Background: an optimization exercise with open tools, aiming at small area, a short achievable clock period and few clock cycles. Do not read the settings as production practice.
RTL that was checked went through simulation tests only; none was proved equivalent to the original.
The RTL of runs 1 to 3 and 5 was laid out without a check of its function.

==> design/flow/design.v <==
`timescale 1ns / 1ps
`default_nettype none
package iap_pkg;
	localparam int CHAR_W         = 8;
	localparam int SAT_W          = 57;
	localparam int FLASH_W        = 5;
	localparam int MAX_DIGITS_DEF = 12;
	localparam logic [1:0] ST_OK        = 2'd0;
	localparam logic [1:0] ST_NO_DIGITS = 2'd1;
	localparam logic [1:0] ST_UNIT_ERR  = 2'd2;
	localparam logic [1:0] ST_OVERFLOW  = 2'd3;
endpackage
`default_nettype wire
`timescale 1ns / 1ps
`default_nettype none
module iap_mul10_add #(
	parameter int W = 57
) (
	input  wire [W-1:0] a,
	input  wire [3:0]   d,
	output wire [W-1:0] s
);
	localparam int N  = W;          
	localparam int NP = N + 1;      
	localparam int LV = (NP > 64) ? 7 : (NP > 32) ? 6 : (NP > 16) ? 5 : (NP > 8) ? 4 : 3;
	wire [2:0] xl = d[3] ? 3'b111 : d[2:0];
	wire       y0 = d[3];
	wire       ci = d[3] & d[0];
	wire [N-1:0] x = {a[W-4:0], xl};       
	wire [N-1:0] y = {a[W-2:0], y0};       
	wire [NP-1:0] g0 = {x & y, ci};
	wire [NP-1:0] p0 = {x ^ y, 1'b0};
	wire [NP-1:0] gl [LV+1];
	wire [NP-1:0] pl [LV+1];
	assign gl[0] = g0;
	assign pl[0] = p0;
	genvar l, i;
	generate
		for (l = 0; l < LV; l++) begin : g_lv
			for (i = 0; i < NP; i++) begin : g_pos
				if (((i >> l) & 1) == 1) begin : g_node
					localparam int J = ((i >> l) << l) - 1;
					assign gl[l+1][i] = gl[l][i] | (pl[l][i] & gl[l][J]);
					assign pl[l+1][i] = pl[l][i] & pl[l][J];
				end else begin : g_pass
					assign gl[l+1][i] = gl[l][i];
					assign pl[l+1][i] = pl[l][i];
				end
			end
		end
	endgenerate
	assign s = (x ^ y) ^ gl[LV][N-1:0];
endmodule
`default_nettype wire
`timescale 1ns / 1ps
`default_nettype none
import iap_pkg::*;
module invoice_amount_parser #(
	parameter int MAX_DIGITS = MAX_DIGITS_DEF
) (
	input  logic               clk,
	input  logic               arst_n,
	input  logic               in_valid,
	output logic               in_stall,
	input  logic [CHAR_W-1:0]  character,
	input  logic               last_char,
	output logic               out_valid,
	input  logic               out_stall,
	output logic [1:0]         status,
	output logic [SAT_W-1:0]   satoshis,
	output logic [FLASH_W-1:0] flash_count
);
	localparam logic [1:0] PH_SEEK  = 2'd0;
	localparam logic [1:0] PH_DIG   = 2'd1;
	localparam logic [1:0] PH_UNIT  = 2'd2;
	localparam logic [1:0] PH_DONE  = 2'd3;
	localparam logic [1:0] U_M = 2'd0;
	localparam logic [1:0] U_U = 2'd1;
	localparam logic [1:0] U_N = 2'd2;
	localparam logic [1:0] U_P = 2'd3;
	logic [1:0]  ph_q;
	logic [3:0]  cnt_q;       
	logic [3:0]  sig_q;       
	logic [1:0]  uk_q;        
	logic        ug_q;        
	logic [15:0] l_q;
	logic        accj_q;      
	logic        ended_q;     
	logic        loaded_q;    
	logic        stall_q;
	logic        g_q;         
	logic        dz_q;        
	logic [56:0] acc_q;
	logic [2:0]  k_q;         
	logic [2:0]  z_q;         
	logic        active_q;
	logic        eended_q;
	logic        ov_q;
	logic [1:0]  st_q;
	logic [4:0]  fl_q;
	logic is_dig, is_let, is_mnup;
	logic [1:0] kind;
	assign is_dig = (character >= 8'h30) && (character <= 8'h39);
	assign is_let = ((character >= 8'h61) && (character <= 8'h7a)) ||
	                ((character >= 8'h41) && (character <= 8'h5a));
	always_comb begin
		is_mnup = 1'b1;
		kind    = U_M;
		unique case (character)
			8'h6d:   kind = U_M;
			8'h75:   kind = U_U;
			8'h6e:   kind = U_N;
			8'h70:   kind = U_P;
			default: is_mnup = 1'b0;
		endcase
	end
	logic dec, pending, can_load, load, proc, fresh;
	assign dec      = ended_q || (ph_q == PH_DONE);
	assign pending  = dec && !loaded_q;
	assign can_load = !active_q && (!ov_q || !out_stall);
	assign load     = pending && can_load;
	assign proc     = in_valid && !stall_q;
	assign fresh    = ended_q && (loaded_q || load);
	logic [1:0]  ph_b, ph_n;
	logic [3:0]  cnt_b, sig_b, cnt_n;
	logic        ug_b;
	logic        in_run, take, ovf_set, unit_hit, pop;
	logic        ended_n, loaded_n;
	assign ph_b   = fresh ? PH_SEEK : ph_q;
	assign cnt_b  = fresh ? 4'd0 : cnt_q;
	assign sig_b  = fresh ? 4'd0 : sig_q;
	assign ug_b   = fresh ? 1'b0 : ug_q;
	assign in_run   = proc && is_dig && ((ph_b == PH_SEEK) || (ph_b == PH_DIG));
	assign take     = in_run && (cnt_b < 4'(MAX_DIGITS));
	assign ovf_set  = in_run && !(cnt_b < 4'(MAX_DIGITS));
	assign unit_hit = proc && is_let && ((ph_b == PH_DIG) || (ph_b == PH_UNIT));
	assign pop      = take && (cnt_b >= 4'd4);
	always_comb begin
		ph_n = ph_b;
		unique case (ph_b)
			PH_SEEK: if (is_dig) ph_n = PH_DIG;
			PH_DIG:  if (is_let) ph_n = PH_DONE; else if (!is_dig) ph_n = PH_UNIT;
			PH_UNIT: if (is_let) ph_n = PH_DONE;
			default: ph_n = PH_DONE;
		endcase
	end
	assign ended_n  = proc ? last_char : ended_q;
	assign loaded_n = (proc && fresh) ? 1'b0 : (loaded_q || load);
	assign cnt_n    = proc ? (take ? cnt_b + 4'd1 : (ovf_set ? 4'd13 : cnt_b)) : cnt_q;
	always_ff @(posedge clk or negedge arst_n) begin
		if (!arst_n) begin
			ended_q  <= 1'b1;
			loaded_q <= 1'b1;
		end else begin
			ended_q  <= ended_n;
			loaded_q <= loaded_n;
		end
	end
	logic [1:0] ph_x, uk_x;
	logic       ug_x, accj_x;
	assign ph_x   = proc ? ph_n : ph_q;
	assign ug_x   = proc ? (unit_hit ? is_mnup : ug_b) : ug_q;
	assign uk_x   = unit_hit ? kind : uk_q;
	assign accj_x = proc ? ((fresh ? 1'b0 : accj_q) || pop) : accj_q;
	always_ff @(posedge clk) begin
		ph_q   <= ph_x;
		ug_q   <= ug_x;
		cnt_q  <= cnt_n;
		accj_q <= accj_x;
		uk_q   <= uk_x;
		if (proc) begin
			if (take) begin
				sig_q <= (sig_b == 4'd0) ? {3'd0, character[3:0] != 4'd0} : sig_b + 4'd1;
			end else begin
				sig_q <= sig_b;
			end
		end
	end
	logic       shift;
	logic [2:0] occ, wpos;
	logic [2:0] k_cur;
	assign k_cur = load ? k_ld : (active_q ? k_q : 3'd0);
	assign shift = epop || pop;
	assign occ   = k_cur + ((cnt_b >= 4'd4) ? 3'd4 : cnt_b[2:0]);
	assign wpos  = shift ? occ - 3'd1 : occ;
	always_ff @(posedge clk) begin
		for (int i = 0; i < 4; i++) begin
			if (take && wpos == 3'(i)) begin
				l_q[15-4*i -: 4] <= character[3:0];
			end else if (shift) begin
				l_q[15-4*i -: 4] <= (i == 3) ? 4'd0 : l_q[11-4*i -: 4];
			end
		end
	end
	logic [1:0] st_ld;
	logic [2:0] k_ld, z_ld;
	logic [4:0] fl_ld;
	logic       ok_ld;
	function automatic logic [1:0] f_status(input logic [1:0] ph, input logic [3:0] cnt, input logic ug);
		if (ph == PH_SEEK)             f_status = ST_NO_DIGITS;
		else if (cnt == 4'd13)         f_status = ST_OVERFLOW;
		else if (ph != PH_DONE || !ug) f_status = ST_UNIT_ERR;
		else                           f_status = ST_OK;
	endfunction
	function automatic logic [2:0] f_pops(input logic ok, input logic [1:0] uk, input logic [3:0] cnt);
		logic [2:0] c;
		c = (cnt >= 4'd4) ? 3'd4 : cnt[2:0];
		if (!ok)            f_pops = 3'd0;
		else if (uk == U_N) f_pops = c - 3'd1;
		else if (uk == U_P) f_pops = 3'd0;
		else                f_pops = c;
	endfunction
	assign st_ld = f_status(ph_q, cnt_q, ug_q);
	assign ok_ld = (st_ld == ST_OK);
	assign k_ld  = f_pops(ok_ld, uk_q, cnt_q);
	always_comb begin
		z_ld  = 3'd0;
		fl_ld = 5'd1;
		if (ok_ld) begin
			unique case (uk_q)
				U_M: begin z_ld = 3'd5; if (sig_q != 4'd0) fl_ld = {1'b0, sig_q} + 5'd5; end
				U_U: begin z_ld = 3'd2; if (sig_q != 4'd0) fl_ld = {1'b0, sig_q} + 5'd2; end
				U_N: begin              if (sig_q > 4'd1)  fl_ld = {1'b0, sig_q} - 5'd1; end
				default: begin          if (sig_q > 4'd4)  fl_ld = {1'b0, sig_q} - 5'd4; end
			endcase
		end
	end
	logic        step, epop, eend_now, eended_n, fin;
	logic [2:0]  k_n, z_n;
	logic        active_n, ov_n;
	logic lpop;
	assign lpop     = load && (k_ld != 3'd0);
	assign epop     = (active_q && (k_q != 3'd0)) || lpop;
	assign step     = active_q && ((k_q != 3'd0) || (z_q != 3'd0));
	assign eend_now = proc && last_char && !ended_q && (loaded_q || load);
	assign eended_n = load ? (ended_q || eend_now) : (eended_q || eend_now);
	assign k_n      = load ? (k_ld - {2'd0, lpop}) : ((active_q && (k_q != 3'd0)) ? k_q - 3'd1 : k_q);
	assign z_n      = load ? z_ld : ((step && !epop) ? z_q - 3'd1 : z_q);
	assign fin      = (load || active_q) && (k_n == 3'd0) && (z_n == 3'd0) && eended_n;
	assign active_n = (load || active_q) && !fin;
	assign ov_n     = fin || (ov_q && out_stall);
	logic busy_n;
	assign busy_n = active_n || ov_n;
	always_ff @(posedge clk or negedge arst_n) begin
		if (!arst_n) begin
			active_q <= 1'b0;
			ov_q     <= 1'b0;
			stall_q  <= 1'b0;
		end else begin
			active_q <= active_n;
			ov_q     <= ov_n;
			stall_q  <= busy_n && !loaded_n &&
			            (ended_n || (cnt_n >= 4'd4 && cnt_n < 4'(MAX_DIGITS) && (proc ? ph_n : ph_q) == PH_DIG));
		end
	end
	logic [56:0] h_a, h_s;
	logic [3:0]  h_d;
	logic step_x, pending_x, ok_x, g_x, dz_x;
	logic [2:0] kld_x;
	assign step_x    = active_n && ((k_n != 3'd0) || (z_n != 3'd0));
	assign pending_x = (ended_n || (ph_x == PH_DONE)) && !loaded_n;
	assign ok_x      = (f_status(ph_x, cnt_n, ug_x) == ST_OK);
	assign kld_x     = f_pops(ok_x, uk_x, cnt_n);
	assign g_x       = step_x || (pending_x ? (ok_x && accj_x) : accj_x);
	assign dz_x      = step_x ? (k_n == 3'd0) : (pending_x && (kld_x == 3'd0));
	assign h_a = g_q ? acc_q : 57'd0;
	assign h_d = dz_q ? 4'd0 : l_q[15:12];
	iap_mul10_add #(.W(57)) u_h (.a(h_a), .d(h_d), .s(h_s));
	always_ff @(posedge clk or negedge arst_n) begin
		if (!arst_n) begin
			g_q  <= 1'b0;
			dz_q <= 1'b0;
		end else begin
			g_q  <= g_x;
			dz_q <= dz_x;
		end
	end
	always_ff @(posedge clk) begin
		eended_q <= eended_n;
		k_q      <= k_n;
		z_q      <= z_n;
		if (load) begin
			st_q  <= st_ld;
			fl_q  <= fl_ld;
		end
		if (step || pop || (load && ((k_ld != 3'd0) || !(ok_ld && accj_q)))) begin
			acc_q <= h_s;
		end
	end
	assign in_stall    = stall_q;
	assign out_valid   = ov_q;
	assign status      = st_q;
	assign satoshis    = acc_q;
	assign flash_count = fl_q;
endmodule
`default_nettype wire
==> design/flow/run.sh <==
#!/bin/bash
# synth_recipe.tcl (not shown) runs the flow's synth.tcl, then flattens the netlist and writes it again
# the make line also repeats each setting of config.mk as NAME=value (left out here)
make -C /OpenROAD-flow-scripts/flow DESIGN_CONFIG=/design/flow/config.mk WORK_HOME=/design/flow/orfs CLKGATE_MAP_FILE= SYNTH_SCRIPT=/design/flow/synth_recipe.tcl finish
==> design/flow/config.mk <==
export PLATFORM = sky130hd
export DESIGN_NAME = invoice_amount_parser
export DESIGN_NICKNAME = invoice_amount_parser
export VERILOG_FILES = /design/flow/design.v
export SDC_FILE = /design/flow/constraint.sdc
export NUM_CORES = 4
export LEC_CHECK = 0
export ABC_CLOCK_PERIOD_IN_PS = 3000
export CAP_MARGIN = 20
export CORE_MARGIN = 2
export CORE_UTILIZATION = 60
export SETUP_SLACK_MARGIN = 5
export SLEW_MARGIN = 20
==> design/flow/constraint.sdc <==
create_clock -name core_clock -period 9.0 [get_ports {clk}]
set_input_delay 1.8000 -clock core_clock [delete_from_list [all_inputs] [get_ports {clk}]]
set_output_delay 1.8000 -clock core_clock [all_outputs]
set_load 0.01 [all_outputs]
==> results of run 1 <==
## cell usage in the layout, fill, tap and decap left out, types with 5 or more instances in the layout
| cell | instances |
|---|---|
| xor2_1 | 21 |
| a21oi_1 | 64 |
| o22ai_1 | 5 |
| nand2_1 | 55 |
| ha_4 | 5 |
| edfxtp_1 | 84 |
| dlygate4sd2_1 | 8 |
| a211oi_1 | 7 |
| dfrtp_1 | 5 |
| inv_4 | 5 |
| o21bai_1 | 7 |
| xnor2_1 | 31 |
| buf_4 | 19 |
| clkbuf_16 | 10 |
| o21ai_1 | 8 |
| and2_1 | 64 |
| o21ai_0 | 22 |
| nand4b_1 | 5 |
| nor2_1 | 58 |
| and3_1 | 6 |
| nand2b_1 | 11 |
| o311ai_1 | 7 |
| mux2_4 | 13 |
| ha_1 | 75 |
| a21o_1 | 12 |
| dfxtp_1 | 17 |
| clkdlybuf4s50_1 | 69 |
| o21a_1 | 5 |
| nand4_1 | 7 |
| inv_1 | 46 |
| nor2b_1 | 6 |
| nand3_1 | 14 |
| buf_6 | 6 |
| nor3_1 | 18 |
## worst max-delay path: stages
cell	delay (ps)
buf_6	100
a21oi_4	220
nand2b_1	130
nor2_2	150
a22o_1	200
ha_2	200
fa_2	450
inv_2	90
ha_4	210
o22ai_1	210
and3_4	270
mux2_4	310
## through the flow
step | hold slack (ps) | area [sq um] | utilization
2_1_floorplan | 430.3 | 8389 | -
3_3_place_gp | 459.8 | 9263 | 0.6995
3_5_place_dp | 457.0 | 9263 | 0.6995
4_1_cts | 475.6 | 9843 | 0.7433
5_1_grt | 521.2 | 9884 | 0.7464
6_report | 475.8 | 9884 | 0.7464
## worst paths after layout
| path | startpoint | to | slack (ps) | cells past startpoint |
|---|---|---|---|---|
| worst max-delay path | out_stall | l_q[4] | 4770 | 12 |
| worst min-delay path | eended_q | eended_q | 480 | 2 |
| worst max register to register | g_q | acc_q[27] | 5390 | 12 |
| worst min register to register | eended_q | eended_q | 480 | 2 |
| max in group asynchronous | arst_n | ended_q | 7000 | 1 |
| min in group asynchronous | arst_n | stall_q | 1700 | 1 |
## cells by family (layout without fill, tap and decap cells)
logic type | Yosys count | in the layout | share of synthesized area
AOI/OAI and AO/OA | 206 | 206 | 0.1827
xor gates and xnor gates | 55 | 55 | 0.06084
adders and majority gates | 87 | 87 | 0.1379
buffers and inverters | 76 | 171 | 0.03663
DFF | 108 | 108 | 0.3724
muxes | 18 | 18 | 0.02467
and+or+nand+nor | 288 | 288 | 0.1848
## layer usage
metal	track usage	up-vias	wire length, um
met5	0	-	0
met4	0.1272	0	719
met3	0.03443	58	738
met2	0.4725	216	9528
met1	0.3283	3217	7995
li1	-	3264	-
## state kept, by name, indices dropped and copies added, names as in the netlist, 2 cells and up
register	flops
sig_q	4
st_q	2
acc_q	57
ph_q	2
uk_q	2
l_q	16
z_q	3
fl_q	5
k_q	3
cnt_q	4
## layout make-up
class	instances	area, sq um	area share
well taps	176	220.2	0.02228
multi-input cells	654	5150	0.5210
flip-flops and latches	108	3040	0.3076
clock inverters	5	31.28	0.003165
inverters	52	200.2	0.02025
clock buffers	11	257.7	0.02608
repair buffers	103	984.7	0.09962
## what timing repair did
item	CTS	global route
setup endpoints to repair	97	43
hold buffers	0	0
pin swaps	27	4
gates cloned	0	0
setup buffers	21	2
resized for setup	42	7
==> summary.txt, run 1 <==
Run status
  • Status: finished clean

Timing
  • Slew @ Worst Pin: 847.0 ps
  • Setup ws final: 4769 ps
  • Fin crit share: 0.4701
  • Fin. max-slew vios: 0
  • Post-Route Setup TNS: 0 ps
  • Slew HR: 0.4315
  • Clock Skew: 7.653 ps
  • Post-layout min period: 4231 ps
  • RSZ-0062 raised after global routing: yes
  • Fin. Hold Viols: 0
  • Final setup viols: 0
  • Maximum clock rate: 236.3 MHz

Critical path
  • Critical Path End Type: flop
  • Critical setup path kind: in2reg
  • Arr. time, crit path: 4340 ps
  • Crit Path Max Fanout: 5
  • Worst Setup Start Kind: input pin
  • Req. time, crit path: 9110 ps

Route
  • Vias per cell: 6.091
  • Drt drc: 0
  • Antenna-violating nets left: 0
  • Iteration-0 DRC count of the detailed router: 515
  • Detailed-route via count: 6755
  • DR WL/cell: 17.12 um
  • Final wirelength: 18980 um
  • TritonRoute pass-1 iters: 5

Die
  • I/O pin total: 79
  • Chip Width: 120.7 um
  • Core Region: 0.01324 sq mm
  • Initial Utilization: 0.6165
  • Die area: 0.01456 sq mm
  • Die H: 120.7 um
  • Rows: 42

CTS
  • Cts bufs inserted: 9
  • Clock Path Buffers: 2
  • Worst-path clk slew: 70 ps
  • Sink Count: 108
  • H-tree depth: 3
  • CTS Root Cell: clkbuf_16
  • CTS tree: done
  • Clock latency at the later pin of the worst-skew pair: 350 ps

Synthesis
  • Area share of the largest cell type after synthesis: 0.3090
  • Syn nets: 938
  • Count leader, synth: edfxtp_1
  • Synth area leader: edfxtp_1
  • YS warnings: 2
  • Number of synthesized flops with an enable pin: 84
  • Mapped Avg Cell Area: 9.742 sq um
  • FF+latch count, synth: 108
  • Post-synth cell types: 90
  • Seq/Total Area, Yosys: 0.3724
  • Top cells by area, synth: edfxtp_1 31%, ha_1 13%, and2_1 5.0%
  • Async SR Flop Fraction: 0.06481
  • Synth Instances: 838
  • Commonest cells in the netlist: 84 x edfxtp_1, 82 x ha_1, 65 x and2_1
  • Primary FF master, synth: edfxtp_1
  • Synth Cell Area: 0.008164 sq mm

GRT
  • Vias in the first global route: 6698
  • Largest net degree at the start of global routing: 58
  • First-pass GRT wire length: 31580 um
  • Tot GR Track Use: 0.2695
  • Antenna violations before repair: 0
  • Total grt overflow: 0

Placement
  • Cells after DPL: 1070
  • Dpl hpwl: 13870 um
  • Setup WS pre-CTS: 3415 ps
  • I/O Buffers: 78
  • GP Congestion: 0.9540

Finish
  • Synth-to-Final Area Change: 21.07%
  • Diode count: 0
  • Nets@finish: 1028
  • Fin cells: 1109
  • # fillers: 975
  • Layout cells sized above 1: 0.1393

Flow run
  • Max_cap viols: 0

Hold path
  • Min-Delay Path Class: reg2reg
==> inputs of run 2 (changes only) <==
--- a/design/flow/design.v
+++ b/design/flow/design.v
@@ -117,7 +117,7 @@
 	logic dec, pending, can_load, load, proc, fresh;
 	assign dec      = ended_q || (ph_q == PH_DONE);
 	assign pending  = dec && !loaded_q;
-	assign can_load = !active_q && (!ov_q || !out_stall);
+	assign can_load = !active_q && !ov_q;
 	assign load     = pending && can_load;
 	assign proc     = in_valid && !stall_q;
 	assign fresh    = ended_q && (loaded_q || load);
@@ -177,12 +177,11 @@
 		end
 	end
 	logic       shift;
-	logic [2:0] occ, wpos;
+	logic [2:0] wpos;
 	logic [2:0] k_cur;
 	assign k_cur = load ? k_ld : (active_q ? k_q : 3'd0);
 	assign shift = epop || pop;
-	assign occ   = k_cur + ((cnt_b >= 4'd4) ? 3'd4 : cnt_b[2:0]);
-	assign wpos  = shift ? occ - 3'd1 : occ;
+	assign wpos  = (cnt_b >= 4'd4) ? 3'd3 : k_cur + cnt_b[2:0] - {2'd0, epop};
 	always_ff @(posedge clk) begin
 		for (int i = 0; i < 4; i++) begin
 			if (take && wpos == 3'(i)) begin
==> summary.txt, run 2 <==
Critical path
  • CP Capture Point: dz_q
  • R2R Path End: l_q[7]
  • Arr. time, crit path: 4160 ps
  • Reg2Reg Setup Slack: 5100 ps
  • Req. time, crit path: 9250 ps
  • Critical path launch point: character[2]
  • Critical setup path kind: in2reg
  • Worst R2R Path Depth: 19
  • Crit Path Max Fanout: 10
  • Critical path depth in cells: 9
  • Critical Path End Type: flop
  • Critical Path, Cell by Cell: dlygate4sd2_1 -> or4_4 -> o221ai_2 -> o21ai_0 -> a2111o_1 -> nand3b_1 -> a21oi_1 -> o2bb2a_1 -> o21a_1
  • CP bufs+invs: 1
  • R2R Path Start: cnt_q[3]
  • Worst Setup Start Kind: input pin
  • CP max stage cell: or4_4
  • CP top delay family: compound AO/OA/AOI/OAI gates
  • Critical Path Max Stage Delay: 560 ps

Die
  • I/O pin total: 79
  • Die area: 0.01427 sq mm
  • Die H: 119.4 um
  • Chip Width: 119.4 um
  • Core Region: 0.01314 sq mm
  • Rows: 42
  • Initial Utilization: 0.6087

Finish
  • Max reg flops: 57
  • Layout cells sized above 1: 0.1145
  • Nets@finish: 1003
  • Synth-to-Final Area Change: 18.96%
  • Diode count: 0
  • Fin cells: 1084
  • Top flop regs: acc_q: 57 flops, l_q: 16 flops, fl_q: 5 flops
  • Commonest non-fill, non-tap cell in the layout: edfxtp_1
  • Largest Register: acc_q
  • Commonest cells after routing, fill and taps aside: 84 x edfxtp_1, 80 x ha_1, 71 x clkdlybuf4s50_1
  • Fin util: 0.7241

Timing
  • Post-Route Setup TNS: 0 ps
  • Fin crit share: 0.4350
  • Clock Skew: 6.298 ps
  • Slew HR: 0.4096
  • Maximum clock rate: 255.4 MHz
  • Fin. Hold Viols: 0
  • Fin. max-slew vios: 0
  • Slew @ Worst Pin: 885.7 ps
  • Final setup viols: 0
  • Post-layout min period: 3915 ps
  • RSZ-0062 raised after global routing: no

Placement
  • Cells after DPL: 1057
  • Dpl hpwl: 13520 um
  • GP Congestion: 0.9526
  • I/O Buffers: 78

Route
  • Drt drc: 0
  • Antenna-violating nets left: 0
  • Detailed-route via count: 6586
  • Vias per cell: 6.076
  • Iteration-0 DRC count of the detailed router: 416
  • DR WL/cell: 17.04 um
  • TritonRoute pass-1 iters: 5
  • Final wirelength: 18470 um

Hold path
  • Hold_sp: accj_q
  • Min-Delay Path Class: reg2reg

Synthesis
  • Seq/Total Area, Yosys: 0.3802
  • Synth Area in Simple Gates: 0.1912
  • Mapped Avg Cell Area: 9.728 sq um
  • Primary FF master, synth: edfxtp_1
  • Top cells by area, synth: edfxtp_1 32%, ha_1 13%, and2_1 4.7%
  • Compound-cell area share of the yosys netlist: 0.1677
  • Count leader, synth: edfxtp_1
  • Number of synthesized flops with an enable pin: 84
  • Synth area leader: edfxtp_1
  • YS warnings: 2
  • Commonest cells in the netlist: 84 x edfxtp_1, 82 x ha_1, 69 x nand2_1
  • Post-synth cell types: 81
  • Largest family of logic cells by synthesized area: simple AND/OR/NAND/NOR gates
  • Post-synthesis adder-cell area fraction: 0.1408
  • Syn nets: 922
  • Area share of the largest cell type after synthesis: 0.3154
  • Async SR Flop Fraction: 0.06481
  • Synth Cell Area: 0.007996 sq mm
  • Mux share of post-synthesis cell area: 0.03129
  • FF+latch count, synth: 108
  • Synth Instances: 822
  • Post-Synth XOR/XNOR Area: 0.05805

CTS
  • CTS Root Cell: clkbuf_16
  • CTS tree: done
  • Cts bufs inserted: 9
  • Clock Path Buffers: 2
  • Sink Count: 108
  • Post-CTS Hold Fix Bufs: 0
  • Worst-path clk slew: 70 ps
  • H-tree depth: 3
  • Clock latency at the later pin of the worst-skew pair: 360 ps

GRT
  • First-pass GRT wire length: 29880 um
  • Vias in the first global route: 6195
  • Total grt overflow: 0
  • Largest net degree at the start of global routing: 57
  • Antenna violations before repair: 0
  • Tot GR Track Use: 0.2593

Flow run
  • Max_cap viols: 0

Run status
  • Status: finished clean
-- run 2: changes by cell type after synthesis, moves of 6 or more --
cell      previous run  this run
and3_1              10         4
o21ai_1             10         3
mux2_2               1        16
buf_2                8         1
a21oi_1             64        52
inv_1               50        43
nand2_1             59        69
mux2_1              12         0
a21boi_0             1         9
-- run 2: final cells by class --
type                            count  area, sq um
Clock inverter                      7        53.80
Inverter                           44        170.2
Fill cell                         954         3625
Multi-Input combinational cell    650         4928
Sequential cell                   108         3049
Tap cell                          176        220.2
Clock buffer                        9        225.2
Timing Repair Buffer               90        865.8
-- run 2: worst min path at each step --
stage / endpoint / slack, ps / cells after the start
finish: accj_q / 550 / 1
global route: l_q[11] / 570 / 1
CTS: accj_q / 530 / 1
detailed placement: accj_q / 520 / 1
global placement: accj_q / 500 / 1
floorplan: accj_q / 460 / 1
-- run 2: through the flow --
step / setup slack, ps / area [sq um] / hold WS, ps
final: 5085 / 9513 / 548.4
after global routing: 4978 / 9513 / 570.1
after CTS: 5000 / 9363 / 534.2
after detailed placement: 4024 / 8961 / 517.5
after global placement: 4144 / 8961 / 500.7
after floorplan: 5022 / 8026 / 463.7
-- run 2: timing repair --
action                     in CTS  in global routing
setup endpoints to repair      92                 96
pin swaps                       5                  6
gates cloned                    1                  0
buffers inserted                4                  6
resized for setup              23                 36
-- run 2: kinds of logic (layout without fill, tap and decap cells) --
logic type | count (synthesis) | after routing
buf+inv | 65 | 150
flops | 108 | 108
xor+xnor | 53 | 53
simple gates | 294 | 295
mux | 23 | 23
fa+ha+maj | 87 | 87
compound gates | 192 | 192
-- run 2: routing by layer --
metal	GRT usage	part of all wire	vias up	routed length (um)
met5	0	0	-	0
met4	0.1132	0.034	0	637
met3	0.03209	0.044	49	808
met2	0.4561	0.51	212	9351
met1	0.3193	0.42	3141	7668
li1	-	-	3184	-
==> inputs of run 3 (changes only) <==
==> design/flow/flow/run.sh (new file) <==
#!/bin/bash
set -euo pipefail
bash standard.sh SETUP_SLACK_MARGIN=6 "BUFFER_PORTS_ARGS=-buffer_cell sky130_fd_sc_hd__buf_2" finish > make_finish.log 2>&1
==> design/flow/standard.sh (new file) <==
#!/bin/bash
# synth_recipe.tcl (not shown) runs the flow's synth.tcl, then flattens the netlist and writes it again
# the make line also repeats each setting of config.mk as NAME=value (left out here)
make -C /OpenROAD-flow-scripts/flow DESIGN_CONFIG=/design/flow/config.mk WORK_HOME=/design/flow/orfs CLKGATE_MAP_FILE= SYNTH_SCRIPT=/design/flow/synth_recipe.tcl "${@:-finish}"
removed: design/flow/run.sh
==> summary.txt, run 3 <==
Run status
  • Status: finished clean

Placement
  • I/O Buffers: 78
  • GP Congestion: 0.9001
  • Dpl hpwl: 13910 um

CTS
  • CTS Root Cell: clkbuf_16
  • Post-CTS Hold Fix Bufs: 0
  • Sink Count: 108
  • H-tree depth: 3
  • Worst-path clk slew: 80 ps
  • Clock Path Buffers: 2
  • Cts bufs inserted: 9
  • Clock latency at the later pin of the worst-skew pair: 380 ps
  • CTS tree: done

Route
  • TritonRoute pass-1 iters: 5
  • Drt drc: 0
  • Vias per cell: 6.683
  • Final wirelength: 28600 um
  • Detailed-route via count: 7873
  • Antenna-violating nets left: 0
  • DR WL/cell: 24.27 um
  • Iteration-0 DRC count of the detailed router: 808

Critical path
  • Crit Path Max Fanout: 5
  • Critical Path Max Stage Delay: 360 ps
  • Arr. time, crit path: 3980 ps
  • Worst Setup Start Kind: flop
  • Critical Path, Cell by Cell: nor2_4 -> nand2_2 -> ha_4 -> o22ai_4 -> a21oi_2 -> nor3_2 -> nand2b_4 -> ha_4 -> inv_2 -> ha_4 -> inv_2 -> fa_2 -> xnor2_2 -> xnor2_2 -> xnor2_2 -> nand4b_1 -> or2_4 -> mux2_2
  • Req. time, crit path: 9130 ps
  • Critical setup path kind: reg2reg
  • CP max stage cell: dfxtp_4
  • Reg2Reg Setup Slack: 5150 ps
  • Critical Path End Type: flop

Finish
  • Commonest cells after routing, fill and taps aside: 84 x edfxtp_1, 72 x buf_2, 62 x buf_4
  • Synth-to-Final Area Change: 42.83%
  • Layout cells sized above 1: 0.4271
  • Max reg flops: 57
  • Diode count: 0
  • Top flop regs: acc_q: 57 flops, l_q: 16 flops, fl_q: 5 flops
  • Largest Register: acc_q
  • Nets@finish: 1097
  • Commonest non-fill, non-tap cell in the layout: edfxtp_1

Synthesis
  • Synth Instances: 822
  • Commonest cells in the netlist: 84 x edfxtp_1, 82 x ha_1, 69 x nand2_1
  • Count leader, synth: edfxtp_1
  • Synth Cell Area: 0.007996 sq mm
  • Top cells by area, synth: edfxtp_1 32%, ha_1 13%, and2_1 4.7%
  • Area share of the largest cell type after synthesis: 0.3154
  • Async SR Flop Fraction: 0.06481
  • Synth area leader: edfxtp_1
  • YS warnings: 2
  • FF+latch count, synth: 108
  • Number of synthesized flops with an enable pin: 84
  • Syn nets: 922
  • Primary FF master, synth: edfxtp_1
  • Mapped Avg Cell Area: 9.728 sq um
  • Post-synth cell types: 81
  • Seq/Total Area, Yosys: 0.3802

Die
  • Chip Width: 119.4 um
  • Die area: 0.01427 sq mm
  • Initial Utilization: 0.6087
  • Core Region: 0.01314 sq mm
  • Die H: 119.4 um
  • I/O pin total: 79
  • Rows: 42

GRT
  • Largest net degree at the start of global routing: 20
  • Antenna violations before repair: 0
  • Tot GR Track Use: 0.3378
  • First-pass GRT wire length: 38070 um
  • Vias in the first global route: 7505
  • Total grt overflow: 0

Timing
  • Post-Route Setup TNS: 0 ps
  • Maximum clock rate: 259.8 MHz
  • Min Hold Slack: 556.7 ps
  • Fin. max-slew vios: 0
  • Fin crit share: 0.4277
  • Post-layout min period: 3849 ps
  • RSZ-0062 raised after global routing: yes
  • Clock Skew: 11.30 ps
  • Fin. Hold Viols: 0
  • Final setup viols: 0
  • Slew @ Worst Pin: 876.9 ps
  • Slew HR: 0.4141

Hold path
  • Min-Delay Path Class: reg2reg

Flow run
  • Max_cap viols: 0
-- run 3: cell counts after synthesis --
No cell type changed its count.
-- run 3: through the flow --
stage	util	area, sq um	setup WS (ps)	cells
4_1_cts	0.8250	10840	5316	1152
6_report	0.8693	11420	5151	1178
2_1_floorplan	-	8561	5218	822
3_5_place_dp	0.6875	9032	4593	1056
5_1_grt	0.8693	11420	5042	1178
3_3_place_gp	0.6875	9032	4708	1056
-- run 3: final timing paths --
path                                from  endpoint  cells after the start
worst max-delay path            cnt_q[3]    l_q[7]                     18
worst min-delay path              l_q[3]    l_q[7]                      1
worst max register to register  cnt_q[3]    l_q[7]                     18
worst min register to register    l_q[3]    l_q[7]                      1
max in group asynchronous         arst_n  loaded_q                      1
min in group asynchronous         arst_n  active_q                      1
-- run 3: cell type report --
cell class	instances	area [sq um]
clock buffer	9	225.2
timing repair buffer	179	1539
fill	619	1717
clock inverter	7	52.55
tap	176	220.2
inverter	44	172.7
sequential	108	3052
multi-input combinational	655	6160
-- run 3: layer usage --
| layer | vias up | routed length [um] | global-route usage |
|---|---|---|---|
| met1 | 3765 | 10040 | 0.3924 |
| met2 | 547 | 14140 | 0.6075 |
| met3 | 179 | 2189 | 0.04119 |
| met5 | - | 0 | 0 |
| met4 | 0 | 2222 | 0.1765 |
| li1 | 3382 | - | - |
-- run 3: critical path: cells and delay by family, from the launching register on --
kind / cells / cell delay, ps
and+or+nand+nor: 6 / 1140
buffers and inverters: 2 / 90
DFF: 1 / 360
xor gates and xnor gates: 3 / 610
AOI/OAI and AO/OA: 2 / 160
muxes: 1 / 270
adders and majority gates: 4 / 940
-- run 3: cells by family (layout without fill, tap and decap cells) --
logic type / count (synthesis) / in the layout / synth area share
and+or+nand+nor: 294 / 300 / 0.1912
AOI/OAI and AO/OA: 192 / 192 / 0.1677
DFF: 108 / 108 / 0.3802
adders and majority gates: 87 / 87 / 0.1408
buffers and inverters: 65 / 239 / 0.03067
xor gates and xnor gates: 53 / 53 / 0.05805
muxes: 23 / 23 / 0.03129
-- run 3: timing repair --
item | 4_1_cts | 5_1_grt
setup buffers | 67 | 26
resized for setup | 160 | 77
pin swaps | 61 | 41
cloned | 13 | 0
endpoints found under the setup margin | 140 | 144
==> inputs of run 4 (changes only) <==
--- a/design/flow/design.v
+++ b/design/flow/design.v
@@ -88,6 +88,9 @@
 	logic        ended_q;     
 	logic        loaded_q;    
 	logic        stall_q;
+	logic [1:0]  std_q;       
+	logic [2:0]  kd_q;        
+	logic [2:0]  occ_q;       
 	logic        g_q;         
 	logic        dz_q;        
 	logic [56:0] acc_q;
@@ -178,10 +181,11 @@
 	end
 	logic       shift;
 	logic [2:0] wpos;
-	logic [2:0] k_cur;
-	assign k_cur = load ? k_ld : (active_q ? k_q : 3'd0);
 	assign shift = epop || pop;
-	assign wpos  = (cnt_b >= 4'd4) ? 3'd3 : k_cur + cnt_b[2:0] - {2'd0, epop};
+	logic [2:0] occ_cur, occ_n;
+	assign occ_cur = load ? kd_q : occ_q;
+	assign wpos    = (occ_cur == 3'd4) ? 3'd3 : occ_cur - {2'd0, epop};
+	assign occ_n   = occ_cur - {2'd0, epop} + {2'd0, take && !pop};
 	always_ff @(posedge clk) begin
 		for (int i = 0; i < 4; i++) begin
 			if (take && wpos == 3'(i)) begin
@@ -209,9 +213,9 @@
 		else if (uk == U_P) f_pops = 3'd0;
 		else                f_pops = c;
 	endfunction
-	assign st_ld = f_status(ph_q, cnt_q, ug_q);
-	assign ok_ld = (st_ld == ST_OK);
-	assign k_ld  = f_pops(ok_ld, uk_q, cnt_q);
+	assign st_ld = std_q;
+	assign ok_ld = (std_q == ST_OK);
+	assign k_ld  = kd_q;
 	always_comb begin
 		z_ld  = 3'd0;
 		fl_ld = 5'd1;
@@ -258,7 +262,9 @@
 	logic [2:0] kld_x;
 	assign step_x    = active_n && ((k_n != 3'd0) || (z_n != 3'd0));
 	assign pending_x = (ended_n || (ph_x == PH_DONE)) && !loaded_n;
-	assign ok_x      = (f_status(ph_x, cnt_n, ug_x) == ST_OK);
+	logic [1:0] st_x;
+	assign st_x      = f_status(ph_x, cnt_n, ug_x);
+	assign ok_x      = (st_x == ST_OK);
 	assign kld_x     = f_pops(ok_x, uk_x, cnt_n);
 	assign g_x       = step_x || (pending_x ? (ok_x && accj_x) : accj_x);
 	assign dz_x      = step_x ? (k_n == 3'd0) : (pending_x && (kld_x == 3'd0));
@@ -269,12 +275,16 @@
 		if (!arst_n) begin
 			g_q  <= 1'b0;
 			dz_q <= 1'b0;
+			occ_q <= 3'd0;
 		end else begin
 			g_q  <= g_x;
 			dz_q <= dz_x;
+			occ_q <= occ_n;
 		end
 	end
 	always_ff @(posedge clk) begin
+		std_q    <= st_x;
+		kd_q     <= kld_x;
 		eended_q <= eended_n;
 		k_q      <= k_n;
 		z_q      <= z_n;
==> design/flow/run.sh (new file) <==
#!/bin/bash
# synth_recipe.tcl (not shown) runs the flow's synth.tcl, then flattens the netlist and writes it again
# the make line also repeats each setting of config.mk as NAME=value (left out here)
make -C /OpenROAD-flow-scripts/flow DESIGN_CONFIG=/design/flow/config.mk WORK_HOME=/design/flow/orfs CLKGATE_MAP_FILE= SYNTH_SCRIPT=/design/flow/synth_recipe.tcl finish
removed: design/flow/flow/run.sh
removed: design/flow/standard.sh
==> summary.txt, run 4 <==
Timing
  • Post-Route Setup TNS: 0 ps
  • Post-layout min period: 3893 ps
  • Fin. Hold Viols: 0
  • Clock Skew: 7.602 ps
  • Final setup viols: 0
  • Maximum clock rate: 256.9 MHz
  • Slew @ Worst Pin: 631.6 ps
  • Fin crit share: 0.4326
  • Fin. max-slew vios: 0
  • Slew HR: 0.5785
  • RSZ-0062 raised after global routing: no

Route
  • Antenna-violating nets left: 0
  • TritonRoute pass-1 iters: 5
  • Vias per cell: 5.898
  • DR WL/cell: 16.37 um
  • Drt drc: 0
  • Iteration-0 DRC count of the detailed router: 427
  • Final wirelength: 18020 um
  • Detailed-route via count: 6494

Synthesis
  • Commonest cells in the netlist: 84 x edfxtp_1, 83 x ha_1, 67 x and2_1
  • Synth area leader: edfxtp_1
  • YS warnings: 2
  • Seq/Total Area, Yosys: 0.3947
  • Syn nets: 923
  • Primary FF master, synth: edfxtp_1
  • Async SR Flop Fraction: 0.08621
  • Post-synth cell types: 87
  • Number of synthesized flops with an enable pin: 84
  • Synth Instances: 823
  • FF+latch count, synth: 116
  • Count leader, synth: edfxtp_1
  • Area share of the largest cell type after synthesis: 0.3096
  • Synth Cell Area: 0.008148 sq mm
  • Mapped Avg Cell Area: 9.900 sq um
  • Top cells by area, synth: edfxtp_1 31%, ha_1 13%, dfxtp_1 5.4%

CTS
  • Post-CTS Hold Fix Bufs: 0
  • H-tree depth: 4
  • Sink Count: 116
  • CTS Root Cell: clkbuf_16
  • Clock Path Buffers: 2
  • Clock latency at the later pin of the worst-skew pair: 420 ps
  • CTS tree: done
  • Cts bufs inserted: 17
  • Worst-path clk slew: 60 ps

Finish
  • Footprint of the multi-input gates: 0.004730 sq mm
  • Register area: 0.003216 sq mm
  • Top flop regs: acc_q: 57 flops, l_q: 16 flops, fl_q: 5 flops
  • Commonest cells after routing, fill and taps aside: 84 x edfxtp_1, 81 x ha_1, 69 x clkdlybuf4s50_1
  • Layout cells sized above 1: 0.1059
  • Synth-to-Final Area Change: 20.75%
  • # fillers: 939
  • Diode count: 0
  • Nets@finish: 1012
  • Largest Register: acc_q
  • Max reg flops: 57
  • Fin cells: 1101
  • Commonest non-fill, non-tap cell in the layout: edfxtp_1

Placement
  • Cells after DPL: 1056
  • I/O Buffers: 78
  • Dpl hpwl: 13040 um
  • GP Congestion: 0.8985

GRT
  • Tot GR Track Use: 0.2553
  • Largest net degree at the start of global routing: 58
  • Vias in the first global route: 6480
  • Antenna violations before repair: 0
  • First-pass GRT wire length: 30170 um
  • Total grt overflow: 0

Critical path
  • Critical path depth in cells: 15
  • Arr. time, crit path: 4200 ps
  • Critical Path End Type: flop
  • Reg2Reg Setup Slack: 5420 ps
  • Worst Setup Start Kind: input pin
  • CP top delay family: compound AO/OA/AOI/OAI gates
  • Critical Path Max Stage Delay: 330 ps
  • CP bufs+invs: 3
  • Critical setup path kind: in2reg
  • Worst R2R Path Depth: 18
  • Crit Path Max Fanout: 4
  • Req. time, crit path: 9300 ps
  • Critical Path, Cell by Cell: clkdlybuf4s15_1 -> and4bb_2 -> o2111ai_4 -> a31oi_4 -> nand2_2 -> xor2_2 -> inv_2 -> ha_4 -> and2_4 -> inv_2 -> ha_4 -> a41o_1 -> a221oi_2 -> o21ai_1 -> a31o_1
  • CP max stage cell: and4bb_2

Flow run
  • Max_cap viols: 0

Die
  • Rows: 42
  • Die H: 120.5 um
  • Initial Utilization: 0.6153
  • I/O pin total: 79
  • Chip Width: 120.5 um
  • Core Region: 0.01324 sq mm
  • Die area: 0.01453 sq mm

Run status
  • Status: finished clean

Hold path
  • Min-Delay Path Class: reg2reg
  • Worst Hold Path Cells: 1
[run 4: layout make-up]
| class | instances | area share |
|---|---|---|
| well taps | 176 | 0.02238 |
| flip-flops and latches | 116 | 0.3268 |
| multi-input cells | 632 | 0.4807 |
| inverters | 52 | 0.02022 |
| repair buffers | 93 | 0.08979 |
| clock buffers | 18 | 0.04362 |
| clock inverters | 14 | 0.01641 |
[run 4: timing repair]
item                       in CTS  in global routing
gates resized for setup        16                 11
pin swaps                       9                  7
setup endpoints to repair     101                 66
buffers inserted               10                  3
[run 4: path summary, 6_finish.rpt]
kind / startpoint / to
max: character[7] / dz_q
min: accj_q / accj_q
max reg2reg: active_q / dz_q
min reg2reg: accj_q / accj_q
max in group asynchronous: arst_n / loaded_q
min in group asynchronous: arst_n / stall_q
[run 4: routing by layer]
metal / vias up / global-route usage / wire length [um]
met5: - / 0 / 0
met4: 0 / 0.08794 / 346
met3: 31 / 0.05000 / 690
met2: 159 / 0.4417 / 9212
met1: 3082 / 0.3188 / 7770
li1: 3222 / - / -
[run 4: cells by family (layout without fill, tap and decap cells)]
| logic type | Yosys count | count (layout) | synth area share |
|---|---|---|---|
| simple gates | 267 | 267 | 0.1749 |
| fa+ha+maj | 87 | 87 | 0.1373 |
| xor+xnor | 52 | 52 | 0.05590 |
| mux | 20 | 20 | 0.02795 |
| compound gates | 206 | 206 | 0.1728 |
| buf+inv | 75 | 177 | 0.03655 |
| flops | 116 | 116 | 0.3947 |
[run 4: per-stage QoR]
stage	worst slack, ps	hold slack [ps]	cell area [sq um]	util
after global placement	3389	459.5	9105	0.6875
final	5107	483.6	9838	0.7429
after CTS	4922	480.0	9812	0.7409
after floorplan	4686	423.0	8199	-
after detailed placement	3265	468.3	9105	0.6875
after global routing	4993	508.5	9838	0.7429
Testbench counts of run 4, summed over its fixed seeds: cycles 33,205.
==> inputs of run 5 (changes only) <==
--- a/design/flow/design.v
+++ b/design/flow/design.v
@@ -273,16 +273,16 @@
 	iap_mul10_add #(.W(57)) u_h (.a(h_a), .d(h_d), .s(h_s));
 	always_ff @(posedge clk or negedge arst_n) begin
 		if (!arst_n) begin
-			g_q  <= 1'b0;
-			dz_q <= 1'b0;
 			occ_q <= 3'd0;
 		end else begin
-			g_q  <= g_x;
-			dz_q <= dz_x;
 			occ_q <= occ_n;
 		end
 	end
 	always_ff @(posedge clk) begin
+		g_q  <= g_x;
+		dz_q <= dz_x;
+	end
+	always_ff @(posedge clk) begin
 		std_q    <= st_x;
 		kd_q     <= kld_x;
 		eended_q <= eended_n;
==> design/flow/flow/run.sh (new file) <==
#!/bin/bash
set -euo pipefail
M=5.2
bash standard.sh "SETUP_SLACK_MARGIN=$M" \
  "BUFFER_PORTS_ARGS=-buffer_cell sky130_fd_sc_hd__buf_1" \
  "CTS_ARGS=-sink_clustering_enable -repair_clock_nets -dont_use_dummy_load -buf_list {sky130_fd_sc_hd__clkbuf_4 sky130_fd_sc_hd__clkbuf_8}" \
  finish > make_finish.log 2>&1
==> design/flow/standard.sh (new file) <==
#!/bin/bash
# synth_recipe.tcl (not shown) runs the flow's synth.tcl, then flattens the netlist and writes it again
# the make line also repeats each setting of config.mk as NAME=value (left out here)
make -C /OpenROAD-flow-scripts/flow DESIGN_CONFIG=/design/flow/config.mk WORK_HOME=/design/flow/orfs CLKGATE_MAP_FILE= SYNTH_SCRIPT=/design/flow/synth_recipe.tcl "${@:-finish}"
--- a/design/flow/config.mk
+++ b/design/flow/config.mk
@@ -5,9 +5,8 @@
 export SDC_FILE = /design/flow/constraint.sdc
 export NUM_CORES = 4
 export LEC_CHECK = 0
-export ABC_CLOCK_PERIOD_IN_PS = 3000
 export CAP_MARGIN = 20
 export CORE_MARGIN = 2
 export CORE_UTILIZATION = 60
-export SETUP_SLACK_MARGIN = 5
+export CTS_BUF_LIST = sky130_fd_sc_hd__clkbuf_4 sky130_fd_sc_hd__clkbuf_8
 export SLEW_MARGIN = 20
removed: design/flow/run.sh
==> summary.txt, run 5 <==
Timing
  • Maximum clock rate: 266.4 MHz
  • Fin crit share: 0.4171
  • Slew HR: 0.5854
  • RSZ-0062 raised after global routing: yes
  • Fin. Hold Viols: 0
  • Post-layout min period: 3754 ps
  • Setup ws final: 5246 ps
  • Fin. max-slew vios: 0
  • Clock Skew: 28.28 ps
  • Slew @ Worst Pin: 621.9 ps
  • Post-Route Setup TNS: 0 ps
  • Final setup viols: 0

Finish
  • Register area: 0.003206 sq mm
  • Layout cells sized above 1: 0.09372
  • Largest Register: acc_q
  • # fillers: 1041
  • Commonest cells after routing, fill and taps aside: 84 x edfxtp_1, 81 x ha_1, 74 x buf_1
  • Commonest non-fill, non-tap cell in the layout: edfxtp_1
  • Nets@finish: 1009
  • Top flop regs: acc_q: 57 flops, l_q: 16 flops, fl_q: 5 flops
  • Footprint of the multi-input gates: 0.004736 sq mm
  • Diode count: 0
  • Fin cells: 1083
  • Synth-to-Final Area Change: 10.46%
  • Max reg flops: 57

Route
  • TritonRoute pass-1 iters: 5
  • Drt drc: 0
  • DR WL/cell: 15.74 um
  • Iteration-0 DRC count of the detailed router: 385
  • Vias per cell: 5.924
  • Detailed-route via count: 6416
  • Final wirelength: 17050 um
  • Antenna-violating nets left: 0

GRT
  • First-pass GRT wire length: 28700 um
  • Antenna violations before repair: 0
  • Vias in the first global route: 6310
  • Tot GR Track Use: 0.2441
  • Total grt overflow: 0
  • Largest net degree at the start of global routing: 58

Placement
  • Dpl hpwl: 12790 um
  • Setup WS pre-CTS: 3776 ps
  • I/O Buffers: 78
  • GP Congestion: 0.9287
  • Cells after DPL: 1056

Synthesis
  • YS warnings: 2
  • Commonest cells in the netlist: 84 x edfxtp_1, 83 x ha_1, 67 x and2_1
  • Synth Instances: 823
  • Syn nets: 923
  • FF+latch count, synth: 116
  • Async SR Flop Fraction: 0.06897
  • Primary FF master, synth: edfxtp_1
  • Post-synth cell types: 87
  • Synth Cell Area: 0.008138 sq mm
  • Seq/Total Area, Yosys: 0.3939
  • Number of synthesized flops with an enable pin: 84
  • Area share of the largest cell type after synthesis: 0.3100
  • Top cells by area, synth: edfxtp_1 31%, ha_1 13%, dfxtp_1 5.9%
  • Count leader, synth: edfxtp_1
  • Mapped Avg Cell Area: 9.888 sq um
  • Synth area leader: edfxtp_1

Critical path
  • Crit Path Max Fanout: 5
  • Worst Setup Start Kind: input pin
  • Reg2Reg Setup Slack: 5500 ps
  • Critical setup path kind: in2reg
  • Critical Path End Type: flop
  • R2R Path Start: loaded_q
  • Critical path launch point: in_valid
  • Arr. time, crit path: 4100 ps
  • Req. time, crit path: 9350 ps
  • R2R Path End: dz_q
  • Worst R2R Path Depth: 17

Die
  • Initial Utilization: 0.6145
  • Die area: 0.01451 sq mm
  • Core Region: 0.01324 sq mm
  • Chip Width: 120.5 um
  • Die H: 120.5 um
  • Rows: 42
  • I/O pin total: 79

CTS
  • CTS Root Cell: clkbuf_8
  • Post-CTS Hold Fix Bufs: 0
  • Sink Count: 116
  • H-tree depth: 4
  • Cts bufs inserted: 17
  • Clock Path Buffers: 2
  • Clock latency at the later pin of the worst-skew pair: 440 ps
  • CTS tree: done
  • Worst-path clk slew: 70 ps

Hold path
  • Min-Delay Path Class: reg2reg
  • Worst Hold Path Cells: 1
  • Hold path endpoint: accj_q
  • Hold_sp: accj_q

Run status
  • Status: finished clean

Flow run
  • Max_cap viols: 0
run 5: changes by cell type in the layout (fill, tap and decap cells not counted), sizes merged, moves of 4 or more:
cell / before / now
buf: 15 / 90
clkinv: 6 / 0
clkbuf: 21 / 17
clkinvlp: 5 / 1
clkdlybuf4s50: 69 / 0
run 5: worst max path at each step:
stage | to | slack, ps | depth (start not counted)
2_1_floorplan | dz_q | 4720 | 15
3_3_place_gp | dz_q | 3910 | 16
3_5_place_dp | dz_q | 3780 | 15
4_1_cts | acc_q[18] | 5230 | 7
5_1_grt | dz_q | 5130 | 15
6_report | dz_q | 5250 | 15
run 5: cells by family after synthesis:
logic type               after synthesis  share of synthesized area
flip-flops                           116                     0.3939
XOR/XNOR                              52                    0.05597
adder cells (fa/ha/maj)               87                     0.1375
multiplexers                          20                    0.02798
buffers and inverters                 75                    0.03659
AND/OR/NAND/NOR                      267                     0.1751
AO/OA/AOI/OAI                        206                     0.1730
run 5: critical path: stages:
cell and delay, ps:
buf_1 70, nand2b_1 170, clkinvlp_4 200, nand3_1 250, nand2_1 150, xor2_2 210
inv_2 90, ha_4 160, and2_4 140, inv_2 40, ha_4 160, a41o_1 190
a221oi_2 210, o21ai_1 100, a31o_1 170
run 5: layout make-up:
class	count	area share
tap	176	0.02450
clock buffer	17	0.02603
multi-input combinational	632	0.5269
inverter	52	0.02213
timing repair buffer	90	0.04385
sequential	116	0.3566
run 5: through the flow:
step / hold WS, ps / util / cell area [sq um]
global placement: 461.6 / 0.6503 / 8612
finish: 489.2 / 0.6788 / 8989
floorplan: 423.0 / - / 8194
global route: 521.4 / 0.6788 / 8989
CTS: 497.3 / 0.6746 / 8934
detailed placement: 470.6 / 0.6503 / 8612
run 5: routing by layer:
| layer | track usage | wire length (um) | vias to the layer above |
|---|---|---|---|
| li1 | - | - | 3188 |
| met1 | 0.2925 | 7356 | 3038 |
| met2 | 0.4248 | 8474 | 158 |
| met3 | 0.05613 | 802 | 32 |
| met4 | 0.09593 | 418 | 0 |
| met5 | 0 | 0 | - |
run 5: timing repair:
| item | CTS | global route |
|---|---|---|
| gates cloned | 0 | 0 |
| pin swaps | 2 | 6 |
| hold endpoints to repair | 0 | 0 |
| gates resized for setup | 10 | 8 |
| endpoints found under the setup margin | 93 | 59 |
| buffers inserted | 6 | 4 |
==> inputs of run 6 (changes only) <==
--- a/design/flow/design.v
+++ b/design/flow/design.v
@@ -117,13 +117,22 @@
 			default: is_mnup = 1'b0;
 		endcase
 	end
+	logic       ir_v, ir_dig, ir_let, ir_mnup, ir_last;
+	logic [1:0] ir_kind;
+	logic [3:0] ir_d;
+	logic       accept, ir_v_n, ir_dig_n;
+	assign accept   = in_valid && !stall_q;
 	logic dec, pending, can_load, load, proc, fresh;
 	assign dec      = ended_q || (ph_q == PH_DONE);
 	assign pending  = dec && !loaded_q;
 	assign can_load = !active_q && !ov_q;
 	assign load     = pending && can_load;
-	assign proc     = in_valid && !stall_q;
 	assign fresh    = ended_q && (loaded_q || load);
+	logic blocked;
+	assign blocked  = (ended_q && !loaded_q && !load) ||
+	                  (ir_dig && !fresh && (ph_q == PH_DIG) && (cnt_q >= 4'd4) &&
+	                   (cnt_q < 4'(MAX_DIGITS)) && (active_q || ov_q));
+	assign proc     = ir_v && !blocked;
 	logic [1:0]  ph_b, ph_n;
 	logic [3:0]  cnt_b, sig_b, cnt_n;
 	logic        ug_b;
@@ -133,21 +142,21 @@
 	assign cnt_b  = fresh ? 4'd0 : cnt_q;
 	assign sig_b  = fresh ? 4'd0 : sig_q;
 	assign ug_b   = fresh ? 1'b0 : ug_q;
-	assign in_run   = proc && is_dig && ((ph_b == PH_SEEK) || (ph_b == PH_DIG));
+	assign in_run   = proc && ir_dig && ((ph_b == PH_SEEK) || (ph_b == PH_DIG));
 	assign take     = in_run && (cnt_b < 4'(MAX_DIGITS));
 	assign ovf_set  = in_run && !(cnt_b < 4'(MAX_DIGITS));
-	assign unit_hit = proc && is_let && ((ph_b == PH_DIG) || (ph_b == PH_UNIT));
+	assign unit_hit = proc && ir_let && ((ph_b == PH_DIG) || (ph_b == PH_UNIT));
 	assign pop      = take && (cnt_b >= 4'd4);
 	always_comb begin
 		ph_n = ph_b;
 		unique case (ph_b)
-			PH_SEEK: if (is_dig) ph_n = PH_DIG;
-			PH_DIG:  if (is_let) ph_n = PH_DONE; else if (!is_dig) ph_n = PH_UNIT;
-			PH_UNIT: if (is_let) ph_n = PH_DONE;
+			PH_SEEK: if (ir_dig) ph_n = PH_DIG;
+			PH_DIG:  if (ir_let) ph_n = PH_DONE; else if (!ir_dig) ph_n = PH_UNIT;
+			PH_UNIT: if (ir_let) ph_n = PH_DONE;
 			default: ph_n = PH_DONE;
 		endcase
 	end
-	assign ended_n  = proc ? last_char : ended_q;
+	assign ended_n  = proc ? ir_last : ended_q;
 	assign loaded_n = (proc && fresh) ? 1'b0 : (loaded_q || load);
 	assign cnt_n    = proc ? (take ? cnt_b + 4'd1 : (ovf_set ? 4'd13 : cnt_b)) : cnt_q;
 	always_ff @(posedge clk or negedge arst_n) begin
@@ -162,8 +171,8 @@
 	logic [1:0] ph_x, uk_x;
 	logic       ug_x, accj_x;
 	assign ph_x   = proc ? ph_n : ph_q;
-	assign ug_x   = proc ? (unit_hit ? is_mnup : ug_b) : ug_q;
-	assign uk_x   = unit_hit ? kind : uk_q;
+	assign ug_x   = proc ? (unit_hit ? ir_mnup : ug_b) : ug_q;
+	assign uk_x   = unit_hit ? ir_kind : uk_q;
 	assign accj_x = proc ? ((fresh ? 1'b0 : accj_q) || pop) : accj_q;
 	always_ff @(posedge clk) begin
 		ph_q   <= ph_x;
@@ -173,7 +182,7 @@
 		uk_q   <= uk_x;
 		if (proc) begin
 			if (take) begin
-				sig_q <= (sig_b == 4'd0) ? {3'd0, character[3:0] != 4'd0} : sig_b + 4'd1;
+				sig_q <= (sig_b == 4'd0) ? {3'd0, ir_d != 4'd0} : sig_b + 4'd1;
 			end else begin
 				sig_q <= sig_b;
 			end
@@ -189,7 +198,7 @@
 	always_ff @(posedge clk) begin
 		for (int i = 0; i < 4; i++) begin
 			if (take && wpos == 3'(i)) begin
-				l_q[15-4*i -: 4] <= character[3:0];
+				l_q[15-4*i -: 4] <= ir_d;
 			end else if (shift) begin
 				l_q[15-4*i -: 4] <= (i == 3) ? 4'd0 : l_q[11-4*i -: 4];
 			end
@@ -235,15 +244,39 @@
 	assign lpop     = load && (k_ld != 3'd0);
 	assign epop     = (active_q && (k_q != 3'd0)) || lpop;
 	assign step     = active_q && ((k_q != 3'd0) || (z_q != 3'd0));
-	assign eend_now = proc && last_char && !ended_q && (loaded_q || load);
+	assign eend_now = proc && ir_last && !ended_q && (loaded_q || load);
 	assign eended_n = load ? (ended_q || eend_now) : (eended_q || eend_now);
 	assign k_n      = load ? (k_ld - {2'd0, lpop}) : ((active_q && (k_q != 3'd0)) ? k_q - 3'd1 : k_q);
 	assign z_n      = load ? z_ld : ((step && !epop) ? z_q - 3'd1 : z_q);
 	assign fin      = (load || active_q) && (k_n == 3'd0) && (z_n == 3'd0) && eended_n;
 	assign active_n = (load || active_q) && !fin;
 	assign ov_n     = fin || (ov_q && out_stall);
-	logic busy_n;
-	assign busy_n = active_n || ov_n;
+	logic busy_n, load_n, fresh_n, blocked_n, pending_x;
+	assign busy_n    = active_n || ov_n;
+	assign load_n    = pending_x && !busy_n;
+	assign fresh_n   = ended_n && (loaded_n || load_n);
+	assign blocked_n = (ended_n && !loaded_n && !load_n) ||
+	                   (ir_dig_n && !fresh_n && (ph_x == PH_DIG) && (cnt_n >= 4'd4) &&
+	                    (cnt_n < 4'(MAX_DIGITS)) && busy_n);
+	assign ir_v_n    = accept || (ir_v && !proc);
+	assign ir_dig_n  = accept ? is_dig : ir_dig;
+	always_ff @(posedge clk or negedge arst_n) begin
+		if (!arst_n) begin
+			ir_v <= 1'b0;
+		end else begin
+			ir_v <= ir_v_n;
+		end
+	end
+	always_ff @(posedge clk) begin
+		if (accept) begin
+			ir_dig  <= is_dig;
+			ir_let  <= is_let;
+			ir_mnup <= is_mnup;
+			ir_kind <= kind;
+			ir_d    <= character[3:0];
+			ir_last <= last_char;
+		end
+	end
 	always_ff @(posedge clk or negedge arst_n) begin
 		if (!arst_n) begin
 			active_q <= 1'b0;
@@ -252,13 +285,12 @@
 		end else begin
 			active_q <= active_n;
 			ov_q     <= ov_n;
-			stall_q  <= busy_n && !loaded_n &&
-			            (ended_n || (cnt_n >= 4'd4 && cnt_n < 4'(MAX_DIGITS) && (proc ? ph_n : ph_q) == PH_DIG));
+			stall_q  <= ir_v_n && blocked_n;
 		end
 	end
 	logic [56:0] h_a, h_s;
 	logic [3:0]  h_d;
-	logic step_x, pending_x, ok_x, g_x, dz_x;
+	logic step_x, ok_x, g_x, dz_x;
 	logic [2:0] kld_x;
 	assign step_x    = active_n && ((k_n != 3'd0) || (z_n != 3'd0));
 	assign pending_x = (ended_n || (ph_x == PH_DONE)) && !loaded_n;
==> design/flow/flow/run.sh (replaced) <==
#!/bin/bash
set -euo pipefail
M=5.7
bash standard.sh "SETUP_SLACK_MARGIN=$M" \
  "BUFFER_PORTS_ARGS=-buffer_cell sky130_fd_sc_hd__buf_1" \
  "CTS_ARGS=-sink_clustering_enable -repair_clock_nets -dont_use_dummy_load -buf_list {sky130_fd_sc_hd__clkbuf_4 sky130_fd_sc_hd__clkbuf_8}" \
  finish > make_finish.log 2>&1
--- a/design/flow/config.mk
+++ b/design/flow/config.mk
@@ -7,6 +7,6 @@
 export LEC_CHECK = 0
 export CAP_MARGIN = 20
 export CORE_MARGIN = 2
-export CORE_UTILIZATION = 60
+export CORE_UTILIZATION = 70
 export CTS_BUF_LIST = sky130_fd_sc_hd__clkbuf_4 sky130_fd_sc_hd__clkbuf_8
 export SLEW_MARGIN = 20
==> summary.txt, run 6 <==
Timing
  • Clock Skew: 30.64 ps
  • Post-Route Setup TNS: 0 ps
  • Post-layout min period: 3307 ps
  • Fin crit share: 0.3674
  • RSZ-0062 raised after global routing: yes
  • Slew @ Worst Pin: 854.4 ps
  • Slew HR: 0.4278
  • Fin. Hold Viols: 0
  • Maximum clock rate: 302.4 MHz
  • Fin. max-slew vios: 0
  • Final setup viols: 0

Synthesis
  • Commonest cells in the netlist: 93 x edfxtp_1, 80 x ha_1, 78 x nor2_1
  • Area share of the largest cell type after synthesis: 0.3212
  • Synth Instances: 900
  • Count leader, synth: edfxtp_1
  • Primary FF master, synth: edfxtp_1
  • Synth Cell Area: 0.008696 sq mm
  • FF+latch count, synth: 127
  • Post-synth cell types: 76
  • Seq/Total Area, Yosys: 0.4049
  • YS warnings: 2
  • Async SR Flop Fraction: 0.07087
  • Synth area leader: edfxtp_1
  • Top cells by area, synth: edfxtp_1 32%, ha_1 12%, dfxtp_1 5.8%
  • Mapped Avg Cell Area: 9.662 sq um
  • Syn nets: 997
  • Number of synthesized flops with an enable pin: 93

GRT
  • First-pass GRT wire length: 31410 um
  • Tot GR Track Use: 0.2970
  • Vias in the first global route: 6932
  • Antenna violations before repair: 0
  • Total grt overflow: 0
  • Largest net degree at the start of global routing: 58

Critical path
  • R2R Path End: acc_q[45]
  • Reg2Reg Setup Slack: 5690 ps
  • Worst R2R Path Depth: 12
  • Critical setup path kind: reg2reg
  • R2R Path Start: g_q
  • Req. time, crit path: 9240 ps
  • Worst Setup Start Kind: flop
  • Arr. time, crit path: 3550 ps
  • Critical Path End Type: flop
  • Crit Path Max Fanout: 14

Route
  • Iteration-0 DRC count of the detailed router: 508
  • Antenna-violating nets left: 0
  • Drt drc: 0
  • DR WL/cell: 17.68 um
  • TritonRoute pass-1 iters: 9
  • Final wirelength: 20640 um
  • Detailed-route via count: 7460
  • Vias per cell: 6.392

Finish
  • Commonest cells after routing, fill and taps aside: 93 x edfxtp_1, 78 x buf_1, 76 x nor2_1
  • Nets@finish: 1098
  • Commonest non-fill, non-tap cell in the layout: edfxtp_1
  • Largest Register: acc_q
  • # fillers: 727
  • Footprint of the multi-input gates: 0.005214 sq mm
  • Register area: 0.003526 sq mm
  • Layout cells sized above 1: 0.1371
  • Max reg flops: 57
  • Diode count: 0
  • Synth-to-Final Area Change: 14.59%
  • Top flop regs: acc_q: 57 flops, l_q: 16 flops, fl_q: 5 flops

CTS
  • Sink Count: 127
  • CTS tree: done
  • H-tree depth: 4
  • Clock Path Buffers: 2
  • Cts bufs inserted: 17
  • Clock latency at the later pin of the worst-skew pair: 450 ps
  • Worst-path clk slew: 70 ps
  • CTS Root Cell: clkbuf_8

Die
  • Die H: 115.5 um
  • Rows: 40
  • Chip Width: 115.5 um
  • Die area: 0.01333 sq mm
  • Core Region: 0.01206 sq mm
  • Initial Utilization: 0.7210
  • I/O pin total: 79

Flow run
  • Max_cap viols: 0

Hold path
  • Min-Delay Path Class: reg2reg
  • Hold_sp: std_q[0]
  • Worst Hold Path Cells: 0
  • Hold path endpoint: st_q[0]

Placement
  • Dpl hpwl: 14050 um
  • GP Congestion: 0.8527
  • I/O Buffers: 78

Run status
  • Status: finished clean
-- run 6: cell types whose count changed in the layout (fill, tap and decap cells not counted), moves of 7 or more --
cell      delta
and2_1       -8
buf_4       +12
edfxtp_1     +9
ha_1         -8
nand2_1     +22
nor2_1      +23
nor2b_1      +7
nor3_1      +13
xnor2_1     -10
-- run 6: routing by layer --
layer | share of wire | GRT usage | wire length, um
met1 | 0.40 | 0.3427 | 8154
met2 | 0.52 | 0.5411 | 10780
met5 | 0 | 0 | 0
met4 | 0.030 | 0.1333 | 625
met3 | 0.052 | 0.04864 | 1072
-- run 6: kinds of logic (layout without fill, tap and decap cells) --
kind of cell,count (synthesis),in the layout,synth area share
and+or+nand+nor,346,346,0.2053
xor gates and xnor gates,42,42,0.04230
buffers and inverters,79,178,0.03496
DFF,127,127,0.4049
muxes,24,24,0.02978
AOI/OAI and AO/OA,198,198,0.1584
adders and majority gates,84,84,0.1243
-- run 6: repair_timing --
item                                    in CTS  in global routing
pin swaps                                    1                 12
hold buffers                                 0                  0
resized for setup                           33                 48
cloned                                       1                  1
buffers inserted                             5                 20
endpoints found under the setup margin      70                 67
-- run 6: worst max path at each step --
stage / depth (start not counted) / endpoint / start / slack, ps
after global routing: 14 / acc_q[16] / g_q / 5530
after CTS: 12 / ov_q / ended_q / 5690
after detailed placement: 13 / acc_q[42] / g_q / 5320
after floorplan: 14 / acc_q[46] / g_q / 5710
after global placement: 13 / acc_q[46] / g_q / 5480
final: 12 / acc_q[45] / g_q / 5690
-- run 6: critical path, stage by stage (launching register included) --
cell and delay (ps):
dfxtp_4 370, buf_12 150, and2_4 160, ha_4 300, nand2_1 90, or3_4 380
or4b_4 500, a21oi_4 160, o21a_4 170, nor2_4 50, a21o_1 240, and2_4 230
a311oi_1 310
-- run 6: cell type report --
class / count / area share
multi-input combinational: 694 / 0.5232
inverter: 54 / 0.02084
sequential: 127 / 0.3538
timing repair buffer: 107 / 0.05751
tap: 168 / 0.02109
clock buffer: 17 / 0.02348
-- run 6: per-stage QoR --
stage | hold WS [ps] | std cells | instance area, sq um | setup slack (ps) | util
after CTS | 460.5 | 1146 | 9582 | 5693 | 0.7944
final | 453.2 | 1167 | 9965 | 5693 | 0.8261
after floorplan | 421.6 | 900 | 8713 | 5714 | -
after global routing | 483.6 | 1167 | 9965 | 5531 | 0.8261
after detailed placement | 449.5 | 1123 | 9128 | 5319 | 0.7567
after global placement | 431.0 | 1123 | 9128 | 5482 | 0.7567
Testbench counts of run 6, summed over its fixed seeds: cycles 33,131.

-- static timing again, ports no longer ideal --
No port has a modelled driver above. Below, the same layouts with a new extraction and two added sets of constraints.
Step 1: set_driving_cell puts a clkbuf_16 on clk and a buf_2 on each other input, an assumption about the parent block.
Step 2, shift: input delay + t, output delay - t, t = (earliest + latest rising clock arrival at the registers) / 2. This alone moves slack from input paths to output paths.
Slacks: no drivers / after step 1 / after step 2; pairs: no drivers / after step 1.
run | t, ns | setup WS [ns] | worst slew at a driven data input, ns | cell pins on the clock port's net
run 1 | 0.393 | 4.769 / 4.780 / 4.387 | 0.04 | 1
run 2 | 0.398 | 5.085 / 5.096 / 4.708 | 0.04 | 1
run 3 | 0.412 | 5.151 / 5.151 / 4.941 | 0.06 | 1
run 4 | 0.451 | 5.107 / 5.125 / 4.674 | 0.05 | 1
run 5 | 0.469 | 5.246 / 5.261 / 4.793 | 0.03 | 1
run 6 | 0.473 | 5.693 / 5.693 / 5.693 | 0.03 | 1
After both steps setup and hold are still met in every run listed. The setup slack of run 5, which loses most, moves by +0.015 ns with the drivers and by -0.453 ns with both steps.
